This design comes from an exercise in tuning for small area on the open sky130 flow, not from production work.
The RTL was checked by simulation tests, not by an equivalence proof against the original design.
Power and IR drop assume default switching activity.

--- flow/config.mk ---
export PLATFORM = sky130hd
export DESIGN_NAME = calc1
export DESIGN_NICKNAME = calc1
export VERILOG_FILES = /design/flow/design.v
export SDC_FILE = /design/flow/constraint.sdc
export NUM_CORES = 4
export LEC_CHECK = 0
export CAP_MARGIN = 20
export CORE_MARGIN = 2
export CORE_UTILIZATION = 40
export SLEW_MARGIN = 20
--- flow/constraint.sdc ---
create_clock -name core_clock -period 5.0 [get_ports {c_clk}]
set_input_delay 1.0000 -clock core_clock [delete_from_list [all_inputs] [get_ports {c_clk}]]
set_output_delay 1.0000 -clock core_clock [all_outputs]
set_load 0.01 [all_outputs]
--- flow/design.v ---
package calc1_pkg;
  localparam int unsigned NUM_CH  = 4;
  localparam int unsigned DATA_W  = 32;
  localparam int unsigned CMD_W   = 4;
  localparam int unsigned RESP_W  = 2;
  localparam int unsigned SHAMT_W = 5;
  localparam logic [CMD_W-1:0] CMD_NOP = 4'd0;
  localparam logic [CMD_W-1:0] CMD_ADD = 4'd1;
  localparam logic [CMD_W-1:0] CMD_SUB = 4'd2;
  localparam logic [CMD_W-1:0] CMD_SHL = 4'd5;
  localparam logic [CMD_W-1:0] CMD_SHR = 4'd6;
  localparam logic [RESP_W-1:0] RESP_NONE    = 2'd0;
  localparam logic [RESP_W-1:0] RESP_OK      = 2'd1;
  localparam logic [RESP_W-1:0] RESP_ERR     = 2'd2;
  localparam logic [RESP_W-1:0] RESP_INVALID = 2'd3;
  typedef enum logic [1:0] {
    ST_IDLE = 2'd0,
    ST_OP2  = 2'd1,
    ST_EXEC = 2'd2
  } state_e;
endpackage
import calc1_pkg::*;
module calc1_channel (
  input  logic              c_clk,
  input  logic              reset,
  input  logic [CMD_W-1:0]  cmd_i,
  input  logic [DATA_W-1:0] data_i,
  output logic [RESP_W-1:0] resp_o,
  output logic [DATA_W-1:0] data_o
);
  calc1_pkg::state_e  state_q;
  logic [CMD_W-1:0]   cmd_q;
  logic [DATA_W-1:0]  op1_q;
  logic [DATA_W-1:0]  op2_q;
  logic [RESP_W-1:0]  resp_q;
  logic [DATA_W-1:0]  data_q;
  logic [RESP_W-1:0]  resp_d;
  logic [DATA_W-1:0]  data_d;
  logic [DATA_W:0]    sum_c;
  always_comb begin
    resp_d = RESP_INVALID;
    data_d = '0;
    sum_c  = {1'b0, op1_q} + {1'b0, op2_q};
    case (cmd_q)
      CMD_ADD: begin
        if (sum_c[DATA_W]) begin
          resp_d = RESP_ERR;
        end else begin
          resp_d = RESP_OK;
          data_d = sum_c[DATA_W-1:0];
        end
      end
      CMD_SUB: begin
        if (op2_q > op1_q) begin
          resp_d = RESP_ERR;
        end else begin
          resp_d = RESP_OK;
          data_d = op1_q - op2_q;
        end
      end
      CMD_SHL: begin
        resp_d = RESP_OK;
        data_d = op1_q << op2_q[SHAMT_W-1:0];
      end
      CMD_SHR: begin
        resp_d = RESP_OK;
        data_d = op1_q >> op2_q[SHAMT_W-1:0];
      end
      default: begin
        resp_d = RESP_INVALID;
        data_d = '0;
      end
    endcase
  end
  always_ff @(posedge c_clk) begin
    if (!reset) begin
      state_q <= ST_IDLE;
      cmd_q   <= CMD_NOP;
      op1_q   <= '0;
      op2_q   <= '0;
      resp_q  <= RESP_NONE;
      data_q  <= '0;
    end else begin
      resp_q <= RESP_NONE;
      data_q <= '0;
      case (state_q)
        ST_IDLE: begin
          if (cmd_i != CMD_NOP) begin
            cmd_q   <= cmd_i;
            op1_q   <= data_i;
            state_q <= ST_OP2;
          end
        end
        ST_OP2: begin
          op2_q   <= data_i;
          state_q <= ST_EXEC;
        end
        ST_EXEC: begin
          resp_q  <= resp_d;
          data_q  <= data_d;
          state_q <= ST_IDLE;
        end
        default: state_q <= ST_IDLE;
      endcase
    end
  end
  assign resp_o = resp_q;
  assign data_o = data_q;
endmodule
module calc1 (
  input  logic        c_clk,
  input  logic        reset,
  input  logic [3:0]  req1_cmd_in,
  input  logic [3:0]  req2_cmd_in,
  input  logic [3:0]  req3_cmd_in,
  input  logic [3:0]  req4_cmd_in,
  input  logic [31:0] req1_data_in,
  input  logic [31:0] req2_data_in,
  input  logic [31:0] req3_data_in,
  input  logic [31:0] req4_data_in,
  output logic [1:0]  out_resp1,
  output logic [1:0]  out_resp2,
  output logic [1:0]  out_resp3,
  output logic [1:0]  out_resp4,
  output logic [31:0] out_data1,
  output logic [31:0] out_data2,
  output logic [31:0] out_data3,
  output logic [31:0] out_data4
);
  calc1_channel u_ch1 (
    .c_clk  (c_clk),
    .reset  (reset),
    .cmd_i  (req1_cmd_in),
    .data_i (req1_data_in),
    .resp_o (out_resp1),
    .data_o (out_data1)
  );
  calc1_channel u_ch2 (
    .c_clk  (c_clk),
    .reset  (reset),
    .cmd_i  (req2_cmd_in),
    .data_i (req2_data_in),
    .resp_o (out_resp2),
    .data_o (out_data2)
  );
  calc1_channel u_ch3 (
    .c_clk  (c_clk),
    .reset  (reset),
    .cmd_i  (req3_cmd_in),
    .data_i (req3_data_in),
    .resp_o (out_resp3),
    .data_o (out_data3)
  );
  calc1_channel u_ch4 (
    .c_clk  (c_clk),
    .reset  (reset),
    .cmd_i  (req4_cmd_in),
    .data_i (req4_data_in),
    .resp_o (out_resp4),
    .data_o (out_data4)
  );
endmodule
--- flow/run.sh ---
#!/bin/bash
# synth_recipe.tcl (not shown) runs the flow's synth.tcl, then flattens the netlist and writes it again
# the make line also repeats each setting of config.mk as NAME=value (left out here)
make -C /OpenROAD-flow-scripts/flow DESIGN_CONFIG=/design/flow/config.mk WORK_HOME=/design/flow/orfs CLKGATE_MAP_FILE= SYNTH_SCRIPT=/design/flow/synth_recipe.tcl finish
==> results.toml <==
[routing]
first_pass_iters = 7
wl_um = 168000
wl_per_cell_um = 23.6
drtIter0Drc = 4745
vias = 43900
drt_drc_violations_left = 0
postRouteAntennaNets = 0
vias_per_cell = 6.16

[pwr]
p_leak_nw = 18.0
ir_drop_mv = 0.296
p_per_area_nw_per_um2 = 290

[synthesis]
synth_common_cells = "nand2_1 (851), nor2_1 (501), a21oi_1 (488), dfxtp_1 (416), o21ai_0 (356)"
post-synth-top-count-cell = "nand2_1"
syn_area_um2 = 41300
synth_warnings = 1
synth.largest_area_cell = "dfxtp_1"
synth_seq_area_share = 0.202
ys_ff_latch = 416
synth-edff-count = 0
avgSynthCellArea_um2 = 7.29
synth_fp_nets = 6090
synth_cell_types = 98
dominantRegCellSynth = "dfxtp_1"
synth_top_area_frac = 0.202
syn_inst = 5672
synthArstFlopShare = 0
yosys-top-cells-area = "dfxtp_1 (20%), ha_1 (8.0%), nand2_1 (7.7%)"

[timing]
finalHoldViolCount = 0
period_needed_ns = 4.49
slew_headroom = 0.237
setup_violations = 0
fin_skew_ns = 0.0205
rsz0062_at_grt = "false"
drv_slew = 0
tns_ns = 0
worst_pin_slew_ns = 1.14
fin_crit_sh = 0.897
max_freq_ghz = 0.223

[cts]
clock_tree.buffer_depth = 3
clockRootBuffer = "clkbuf_16"
cts_tree = "built"
post_cts.resized_instances = 0
cts_buffers = 54
cts_setup_buffers = 0
clock_latency_ns = 0.68
ctsHtreeMaxLevel = 2
clkSlewWorstSetupHoldPaths_ns = 0.07
postCtsHoldBufs = 0
clkSinkCount = 416

[placed_design]
dp.final_hpwl_um = 126000
place_congestion = 0.997
io_buffer_count = 281

[worst_hold_path]
hold_depth = 2
hp-class = "reg2reg"
hp-start = "u_ch4.cmd_q[0]"

[setup_path]
worst_ep_required_time_ns = 5.60
end_kind = "flop"
path_max_fanout = 19
startpoint = "u_ch2.op1_q[0]"
r2r_start = "u_ch2.op1_q[0]"
ff2ff_path_depth = 13
critical_path_arrival_ns = 5.09
crit_type = "reg2reg"
start_kind = "flop"

[global_route]
grt_overflow = 0
grt_start_max_net_pins = 177
grt_pass1_wl_um = 256000
antenna_found_initial = 11
grt_pass1_vias = 41100
grt.total_usage = 0.304

[die]
io_pins = 282
core_um2 = 102000
dieArea_um2 = 106000
dieHeight_um = 325
start_util = 0.404
rows = 117
die_w_um = 325

[cells_and_area]
fin_nets = 6131
multi_input_area_um2 = 30300
fillers = 10600
syn2layout_area_growth_pct = 14.2
regArea_um2 = 8360
layout-drive-gt1-share = 0.0787
final_core_util = 0.462

[status]
status = "no timing/DRC/antenna violations"

[job]
maxCapViolCount = 0
[final cells by class]
class / count / area share
clock inverter: 33 / 0.00952
tap: 1368 / 0.0363
antenna: 3 / 0.000159
timing repair buffer: 396 / 0.0788
inverter: 281 / 0.0223
multi-input combinational: 4564 / 0.643
clock buffer: 67 / 0.0331
sequential: 416 / 0.177
[cell usage in the layout (no fill, tap or decap), drive strengths merged, types with 52 or more instances in the layout]
cell,instances
nand2,851
nor2,501
a21oi,491
dfxtp,416
o21ai,369
clkdlybuf4s50,280
a21boi,276
inv,276
ha,264
mux2i,228
o22ai,124
buf,115
nand2b,112
o211ai,91
mux4,84
a31oi,76
nor3,76
o21bai,70
xnor2,69
clkbuf,68
nand3,66
a21o,56
nor2b,54
a211oi,52
[per-layer routing]
metal  track usage  wire (um)
met3        0.0505      13900
met5             0         76
met1         0.425      74800
met4        0.0974       5210
met2         0.476      74300
[power breakdown]
group          internal, W  switching, W
registers          0.00351      0.000348
logic              0.00194       0.00337
clock network      0.00273       0.00177
total              0.00818       0.00549
[final timing paths]
kind / endpoint / slack, ns
max reg2reg: u_ch2.data_q[6] / 0.51
max: u_ch2.data_q[6] / 0.51
min: u_ch4.cmd_q[0] / 0.48
min reg2reg: u_ch4.cmd_q[0] / 0.48
[through the flow]
step / hold WS (ns) / cell area, um^2 / setup WS, ns / power, W / instances
5_1_grt: 0.497 / 47200 / 0.316 / 0.0144 / 7125
2_1_floorplan: 0.452 / 41300 / 0.982 / 0.00744 / 5672
4_1_cts: 0.482 / 47200 / 0.638 / 0.0136 / 7125
3_3_place_gp: 0.466 / 45200 / 0.734 / 0.00909 / 7025
3_5_place_dp: 0.473 / 45200 / 0.685 / 0.00908 / 7025
6_report: 0.481 / 47200 / 0.513 / 0.0137 / 7128
[registers in the layout, summed over array words and instances, names as in the netlist, 32 cells and up]
signal        flops
u_ch1.op1_q      32
u_ch3.op2_q      32
u_ch2.op1_q      32
u_ch1.data_q     32
u_ch3.data_q     32
u_ch2.data_q     32
u_ch4.data_q     32
u_ch1.op2_q      32
u_ch3.op1_q      32
u_ch4.op1_q      32
u_ch4.op2_q      32
u_ch2.op2_q      32
[worst max-delay path, stage by stage (launching register included)]
cell	delay [ns]
dfxtp_1	0.41
inv_1	0.11
ha_1	0.21
fa_1	0.39
nor2b_1	0.19
o211ai_1	0.16
a31oi_1	0.55
o2111ai_1	0.30
a31oi_1	0.38
o21ai_1	0.19
or3_1	0.74
o221ai_1	0.32
o21ai_0	0.24
a31oi_1	0.21
[cell families after synthesis]
kind of cell / share of synthesized area
xor+xnor: 0.0167
fa+ha+maj: 0.0838
mux: 0.114
simple gates: 0.195
buf+inv: 0.0661
compound gates: 0.322
flops: 0.202

==> port drivers added, routing unchanged <==
No port has a modelled driver above. Below, the same layout with a new extraction and two added sets of constraints.
Step 1 sets driving cells, clkbuf_16 on the clock port and buf_2 on the other inputs (assumed; they add their load-dependent delay and slew).
Step 2 times the ports against the registers' clock, not the clock port: input delays grow and output delays shrink by t, the midpoint of the rising clock arrivals with the driver on.
a / b / c = ideal / step 1 / step 2; a / b = the first two.
t, ns: 0.738
setup WS [ns]: 0.513 / 0.513 / 0.513
worst setup path after step 2: register to register
After both steps setup and hold are still met in this run. For this run, drivers alone change the setup slack by 0.000 ns; drivers and shift together by 0.000 ns.
